Context: an optimization exercise on an open-source flow, tuned for small area. The choices shown serve that exercise and are no tape-out recipe. In this exercise RTL edits were held to simulation tests only and were not proved equivalent to the original. No activity file was given, so power comes from the tool's default toggle rates.

Setup of alpha:
Design window_sender_with_retx_timer_core, start of the top module:
module window_sender_with_retx_timer_core #(
  parameter int MAX_WINDOW = wsrt_pkg::MAX_WINDOW_DEF
) (
  input  logic        clk,
  input  logic        rst_n,
  input  logic        in_tvalid,
  output logic        in_tready,
  input  logic [39:0] in_tdata,    
  input  logic [1:0]  in_tuser,    
  output logic        out_tvalid,
  input  logic        out_tready,
  output logic [79:0] out_tdata,   
  output logic [0:0]  out_tuser,   
  output logic        out_tlast,
  input  logic                              cfg_valid,
  output logic                              cfg_ready,
  input  logic [wsrt_pkg::CFG_IDX_W-1:0]    cfg_index,
  input  logic [wsrt_pkg::CFG_DATA_W-1:0]   cfg_data
);
  localparam logic [5:0] MAXW = 6'(MAX_WINDOW);
  localparam logic [3:0] S_INIT  = 4'd0;    
  localparam logic [3:0] S_IDLE  = 4'd1;
  localparam logic [3:0] S_CLR   = 4'd2;    
  localparam logic [3:0] S_ACMP  = 4'd3;    
  localparam logic [3:0] S_AHORN = 4'd4;    
  localparam logic [3:0] S_DEC   = 4'd5;    
  localparam logic [3:0] S_LH    = 4'd6;    
  localparam logic [3:0] S_LHL   = 4'd7;    
  localparam logic [3:0] S_PRIO  = 4'd8;    
  localparam logic [3:0] S_SEG   = 4'd9;    
  localparam logic [3:0] S_PRES  = 4'd10;   
  localparam logic [3:0] S_POST  = 4'd11;   
  localparam logic [3:0] S_ZERO  = 4'd12;   
  localparam logic [3:0] S_PDONE = 4'd13;   
  logic [13:0] seg_r;
  logic [7:0]  hdr_r;
  logic [31:0] flow_r;
  logic [5:0]  sw_r;
  logic [5:0]  wl_r;
  logic [31:0] retx_r;
  logic        pm_r;
  assign cfg_ready = 1'b1;
  always_ff @(posedge clk) begin
    if (!rst_n) begin
      seg_r  <= wsrt_pkg::RST_SEGMENT_BYTES;
      hdr_r  <= wsrt_pkg::RST_HEADER_BYTES;
      flow_r <= wsrt_pkg::RST_FLOW_BYTES;
      sw_r   <= wsrt_pkg::RST_START_WINDOW;
      wl_r   <= wsrt_pkg::RST_WINDOW_LIMIT;
      retx_r <= wsrt_pkg::RST_RETX_TICKS;
      pm_r   <= 1'b0;
    end else if (cfg_valid) begin
      case (cfg_index)
        wsrt_pkg::CFG_SEGMENT_BYTES: seg_r  <= cfg_data[13:0];
        wsrt_pkg::CFG_HEADER_BYTES:  hdr_r  <= cfg_data[7:0];
        wsrt_pkg::CFG_FLOW_BYTES:    flow_r <= cfg_data;
  ...
export LEC_CHECK = 0
export CAP_MARGIN = 20
export CORE_MARGIN = 2
export CORE_UTILIZATION = 65
export SLEW_MARGIN = 20
create_clock -name core_clock -period 9.0 [get_ports {clk}]
standard.sh (not shown) runs the stock make flow with config.mk's settings and CLKGATE_MAP_FILE= SYNTH_SCRIPT=/design/flow/synth_recipe.tcl, a recipe that flattens the netlist after the stock synthesis.
==> flow/flow/run.sh <==
#!/bin/bash
# The standard layout (standard.sh: the ORFS flow with its synthesis script), with
# three changes of how the layout is made:
#  - synthesis maps the logic with the area-oriented ABC script flow/abc.script in place
#    of ORFS's delay-oriented abc_speed.script (a copy of ORFS's scripts folder with that
#    one file replaced; flip-flop mapping and everything else unchanged);
#  - every port still gets a buffer, but the smallest one (buf_1) instead of the
#    delay buffer buffer_ports picks by default;
#  - clock tree synthesis uses clkbuf_8 clusters of at most 16 sinks and no dummy loads.
# make's output goes to flow_make.log here; ORFS keeps each step's log under orfs/logs.
set -euo pipefail
W=$(pwd)
rm -rf "$W/scripts_mod"
cp -r "$FLOW_HOME/scripts" "$W/scripts_mod"
cp "$W/flow/abc.script" "$W/scripts_mod/abc_speed.script"
export SCRIPTS_DIR="$W/scripts_mod"
export BUFFER_PORTS_ARGS="-buffer_cell sky130_fd_sc_hd__buf_1"
export CTS_ARGS="-sink_clustering_enable -repair_clock_nets -dont_use_dummy_load -buf_list sky130_fd_sc_hd__clkbuf_8 -sink_clustering_size 16 -sink_clustering_max_diameter 80"
bash standard.sh > flow_make.log 2>&1
==> flow/flow/abc.script <==
strash
ifraig
scorr
dc2
&get -n
&deepsyn -T 60
&put
strash
dch -f
amap -F 20 -A 40
Edits applied to the flow inputs when going from alpha to beta:
--- a/flow/design.v
+++ b/flow/design.v
@@ -124,23 +124,23 @@
   logic [4:0]  p;           
   logic [3:0]  st;
   logic [2:0]  j;           
   logic [31:0] next_r;      
   logic [31:0] old_r;       
   logic [31:0] left_r;      
   logic        l32_r;       
   logic [19:0] sack_r;      
   logic [31:0] prio_r;      
   logic [13:0] len_r;       
   logic [5:0]  cwnd_r;
-  logic [5:0]  sent_r;
+  logic [5:0]  sent_r;      
   logic        armed_r, done_r;
   logic        gtn_r, new_r, dpend_r, tick_r, over_r, adv_r, armok_r, pos_r, sat_r, last_r;
   logic        ca_r, cb_r, cc_r, cd_r, ce_r, cm_r, dm_r;
   logic        kx_r, ky_r, kz_r;
   wire p0    = (p == 5'd0);
   wire plast = (p == 5'd31);
   wire in_idle = (st == S_IDLE);
   wire is_pass = !(st == S_IDLE || st == S_PRES || st == S_PDONE);
   wire [13:0] mssv  = (seg_r == 14'd0) ? 14'd1 : seg_r;
   wire [15:0] mss16 = {2'b00, mssv};
   wire mss_b  = !p[4] && mss16[p[3:0]];
@@ -229,23 +229,23 @@
         ky_x = flow_b; ky_y = s1_b;
         kz_x = s2_b;   kz_y = flow_b;
       end
     endcase
   end
   wire kx_n = gt_step(kx_x, kx_y, !p0 && kx_r);
   wire ky_n = gt_step(ky_x, ky_y, !p0 && ky_r);
   wire kz_n = (st == S_ACMP) ? ((kz_x ^ kz_y) || (!p0 && kz_r)) : gt_step(kz_x, kz_y, !p0 && kz_r);
   wire le1_f  = !kx_n;                                    
   wire [1:0] s2top = {1'b0, cd_o} + {1'b0, ce_o};
   wire seg_gtl = (s2top > {1'b0, l32_r}) || ((s2top == {1'b0, l32_r}) && kx_n);
-  wire seg_cond = (sent_r != 6'd62) && !over_r && !cd_o && ky_n && !seg_gtl;
+  wire seg_cond = (sent_r != 6'd32) && !over_r && !cd_o && ky_n && !seg_gtl;
   wire seg_over = cd_o || ce_o || kz_n;
   wire pr_gtl  = (cd_o && !l32_r) || ((cd_o == l32_r) && kx_n);
   wire pr_cond = kz_n && !pr_gtl;
   wire pr_over = cd_o || ky_n;
   wire [5:0] start_cl = (sw_r > MAXW) ? MAXW : sw_r;
   wire [5:0] lim_cl   = (wl_r > MAXW) ? MAXW : wl_r;
   wire [6:0] cw_inc   = {1'b0, cwnd_r} + 7'd1;
   wire [5:0] cwnd_nxt = (cw_inc > {1'b0, lim_cl}) ? lim_cl : cw_inc[5:0];
   wire armed_fin = armok_r && (tick_r || armed_r || adv_r);
   wire ign = (in_tuser == wsrt_pkg::KIND_ACK)  ? done_r :
              (in_tuser == wsrt_pkg::KIND_TICK) ? !armed_r :
@@ -382,37 +382,37 @@
         S_LH: if (plast) begin
           if (j == 3'd0) st <= S_LHL;
           else           j  <= j - 3'd1;
         end
         S_LHL: if (plast) begin
           l32_r   <= cu_o || cl_o;
           pos_r   <= !cu_o && kx_n;
           armok_r <= ky_n;
           st      <= S_PRIO;
         end
         S_PRIO: if (plast) begin
-          sent_r <= 6'd0;
+          sent_r <= 6'd1;
           over_r <= pr_over;
           if (pr_cond) begin
             st <= S_SEG;
           end else if (armed_fin) begin
             st <= S_POST;
           end else begin
             armed_r <= 1'b0;
             st      <= dpend_r ? S_ZERO : S_IDLE;
           end
         end
         S_SEG: if (plast) begin
           if (seg_cond) over_r <= seg_over;
           last_r <= !seg_cond && !dpend_r;
-          sent_r <= sent_r + 6'd1;
+          sent_r <= {sent_r[4:0], sent_r[5] ^ sent_r[4]};
           adv_r  <= 1'b1;
           st     <= S_PRES;
         end
         S_PRES: if (out_tready) st <= last_r ? S_POST : S_SEG;   
         S_POST: if (plast) begin
           armed_r <= armed_fin;
           st      <= dpend_r ? S_ZERO : S_IDLE;
         end
         S_ZERO: if (plast) begin
           last_r <= 1'b1;
           st     <= S_PDONE;
Findings:
Diff alpha -> beta: power lost 1.4 mW, sequential share of the synthesized area climbed 0.20 points, vias after detailed routing went down 38, placed cell area has remained practically unchanged, final wirelength down 340 um.
Cmp beta vs alpha: power consumed by combinational cells lower in beta
Between alpha and beta, the flow reports post-detailed-route wirelength per cell decreasing by a few percent.
Against alpha, net load switching power in beta fell by more than half.


window_sender_with_retx_timer_core again, from the RTL that the note above started with.
Settings: LEC_CHECK=0, CAP_MARGIN=20, CORE_MARGIN=2, CORE_UTILIZATION=55, SLEW_MARGIN=20; clock period 9.0 ns.
Scripts as last shown in full above: flow/flow/run.sh, flow/flow/abc.script
The starting point finished with timing, DRC and antenna clean.
Change:
--- a/flow/design.v
+++ b/flow/design.v
@@ -128,20 +128,20 @@
   logic [31:0] old_r;       
   logic [31:0] left_r;      
   logic        l32_r;       
   logic [19:0] sack_r;      
   logic [31:0] prio_r;      
   logic [13:0] len_r;       
   logic [5:0]  cwnd_r;
   logic [5:0]  sent_r;
   logic        armed_r, done_r;
-  logic        gtn_r, new_r, dpend_r, tick_r, over_r, adv_r, armok_r, pos_r, sat_r, last_r;
-  logic        ca_r, cb_r, cc_r, cd_r, ce_r, cm_r, dm_r;
+  logic        gtn_r, new_r, dpend_r, tick_r, over_r, cond_r, adv_r, armok_r, pos_r, sat_r, last_r;
+  logic        ca_r, cb_r, cc_r, cd_r, ce_r, cu_r, cl_r, cp_r, cm_r, dm_r, cn_r, dn_r;
   logic        kx_r, ky_r, kz_r;
   wire p0    = (p == 5'd0);
   wire plast = (p == 5'd31);
   wire in_idle = (st == S_IDLE);
   wire is_pass = !(st == S_IDLE || st == S_PRES || st == S_PDONE);
   wire [13:0] mssv  = (seg_r == 14'd0) ? 14'd1 : seg_r;
   wire [15:0] mss16 = {2'b00, mssv};
   wire mss_b  = !p[4] && mss16[p[3:0]];
   wire hdr_b  = (p[4:3] == 2'b00) && hdr_r[p[2:0]];
@@ -168,39 +168,39 @@
   wire cc_i   = !p0 && cc_r;
   wire lsum_b = pay_b ^ hdr_b ^ cc_i;
   wire cc_o   = maj(pay_b, hdr_b, cc_i);
   wire cd_i   = !p0 && cd_r;
   wire s1_b   = n_b ^ mss_b ^ cd_i;
   wire cd_o   = maj(n_b, mss_b, cd_i);
   wire ce_i   = !p0 && ce_r;
   wire s2_b   = s1_b ^ mss_b ^ ce_i;
   wire ce_o   = maj(s1_b, mss_b, ce_i);
-  wire cu_i   = !p0 && ce_r;
+  wire cu_i   = !p0 && cu_r;
   wire u_b    = old_b ^ sack_b ^ cu_i;
   wire cu_o   = maj(old_b, sack_b, cu_i);
-  wire cp_i   = !p0 && cb_r;
+  wire cp_i   = !p0 && cp_r;
   wire pd_b   = flow_b ^ u_b ^ cp_i;
   wire cp_o   = (!flow_b && u_b) || (!(flow_b ^ u_b) && cp_i);
   wire ackm   = (st == S_ACMP) || (st == S_AHORN);
   wire tw_m   = !p0 && (st != S_ACMP) && dm_r;
   wire mm_b   = s_b && mss_b;
   wire cm_i   = !p0 && cm_r;
   wire mac_b  = tw_m ^ mm_b ^ cm_i;
   wire cm_o   = maj(tw_m, mm_b, cm_i);
   wire lhl    = (st == S_LHL);
   wire [2:0] wk = lhl ? 3'd0 : (j + 3'd1);
   wire wbit   = cwnd_r[wk];
-  wire tw_n   = !p0 && !((st == S_AHORN || st == S_LH) && j == 3'd4) && cd_r;
+  wire tw_n   = !p0 && !((st == S_AHORN || st == S_LH) && j == 3'd4) && dn_r;
   wire wm_b   = wbit && mss_b;
-  wire cn_i   = !p0 && ca_r;
+  wire cn_i   = !p0 && cn_r;
   wire wmac_b = tw_n ^ wm_b ^ cn_i;
   wire cn_o   = maj(tw_n, wm_b, cn_i);
-  wire cl_i   = !p0 && cc_r;
+  wire cl_i   = !p0 && cl_r;
   wire lim_b  = wmac_b ^ u_b ^ cl_i;
   wire cl_o   = maj(wmac_b, u_b, cl_i);
   wire dbi    = p0 || cm_r;
   wire dec_b  = left_b ^ dbi;
   wire dbo    = dbi && !left_b;
   function automatic logic gt_step(input logic x, input logic y, input logic prev);
     gt_step = (x & ~y) | (~(x ^ y) & prev);
   endfunction
   logic kx_x, kx_y, ky_x, ky_y, kz_x, kz_y;
@@ -301,25 +301,30 @@
     if (is_pass) begin
       next_r <= {next_i, next_r[31:1]};
       left_r <= {left_i, left_r[31:1]};
     end
     if (sack_sh) sack_r <= {sack_i, sack_r[19:1]};
     if (prio_sh) prio_r <= {prio_i, prio_r[31:1]};
     if (len_sh)  len_r  <= {len_i, len_r[13:1]};
   end
   always_ff @(posedge clk) begin
-    ca_r  <= (st == S_SEG || st == S_PRIO || st == S_POST) ? maj(next_b, am_b, ca_i) : cn_o;
-    cb_r  <= (st == S_SEG) ? cb_o : cp_o;
-    cc_r  <= (st == S_SEG) ? cc_o : cl_o;
-    cd_r  <= (st == S_SEG || st == S_PRIO) ? cd_o : left_b;
-    ce_r  <= (st == S_SEG) ? ce_o : cu_o;
+    ca_r  <= maj(next_b, am_b, ca_i);
+    cb_r  <= cb_o;
+    cc_r  <= cc_o;
+    cd_r  <= cd_o;
+    ce_r  <= ce_o;
+    cu_r  <= cu_o;
+    cl_r  <= cl_o;
+    cp_r  <= cp_o;
     cm_r  <= (st == S_DEC) ? dbo : cm_o;
     dm_r  <= sack_b;
+    cn_r  <= cn_o;
+    dn_r  <= left_b;
     kx_r  <= kx_n;
     ky_r  <= ky_n;
     kz_r  <= kz_n;
     if (st == S_SEG && p == 5'd13) sat_r <= cc_o;
   end
   always_ff @(posedge clk) begin
     if (!rst_n) begin
       g       <= 5'd0;
       p       <= 5'd0;
@@ -396,25 +401,26 @@
             st <= S_SEG;
           end else if (armed_fin) begin
             st <= S_POST;
           end else begin
             armed_r <= 1'b0;
             st      <= dpend_r ? S_ZERO : S_IDLE;
           end
         end
         S_SEG: if (plast) begin
+          cond_r <= seg_cond;
           if (seg_cond) over_r <= seg_over;
           last_r <= !seg_cond && !dpend_r;
           sent_r <= sent_r + 6'd1;
           adv_r  <= 1'b1;
           st     <= S_PRES;
         end
-        S_PRES: if (out_tready) st <= last_r ? S_POST : S_SEG;   
+        S_PRES: if (out_tready) st <= cond_r ? S_SEG : S_POST;
         S_POST: if (plast) begin
           armed_r <= armed_fin;
           st      <= dpend_r ? S_ZERO : S_IDLE;
         end
         S_ZERO: if (plast) begin
           last_r <= 1'b1;
           st     <= S_PDONE;
         end
         S_PDONE: if (out_tready) begin
Effect: The changed run ran to the end with no violations. Power is lower by 2.2%. Combinational power is lower by about 10%. Global-route usage is lower by 0.96 points. Clock skew is lower by 0.046 ns. Count of clock-buffer cells in the layout does not change.

## static timing again, ports no longer ideal
The flow's constraints put no driver on any port. The routed layouts listed below were extracted and timed again, unchanged, in two steps.
Step 1 (the two cells are an assumption about what drives the block):
set clk [get_ports {clk}]
set_driving_cell -lib_cell sky130_fd_sc_hd__clkbuf_16 $clk
set_driving_cell -lib_cell sky130_fd_sc_hd__buf_2 [delete_from_list [all_inputs] $clk]
Step 2, shift: input delay + t, output delay - t, t = (earliest + latest rising clock arrival at the registers) / 2. This alone moves slack from input paths to output paths.
a / b / c = no drivers / after step 1 / after step 2; a / b = the first two.
run | shift t [ns] | setup slack, ns | worst hold slack (ns) | worst setup path at the end | pins driven straight from the clock port
alpha | 0.581 | 0.613 / 0.572 / 1.153 | 0.334 / 0.334 / 0.334 | register to output | 1
beta | 0.591 | 0.489 / 0.452 / 1.043 | 0.333 / 0.333 / 0.333 | register to output | 1
the first run of note 2 | 0.594 | 0.640 / 0.597 / 1.191 | 0.329 / 0.329 / 0.329 | register to output | 1
the second run of note 2 | 0.598 | 0.571 / 0.530 / 1.128 | 0.328 / 0.328 / 0.328 | register to output | 1
After both steps setup and hold are still met in every run listed.
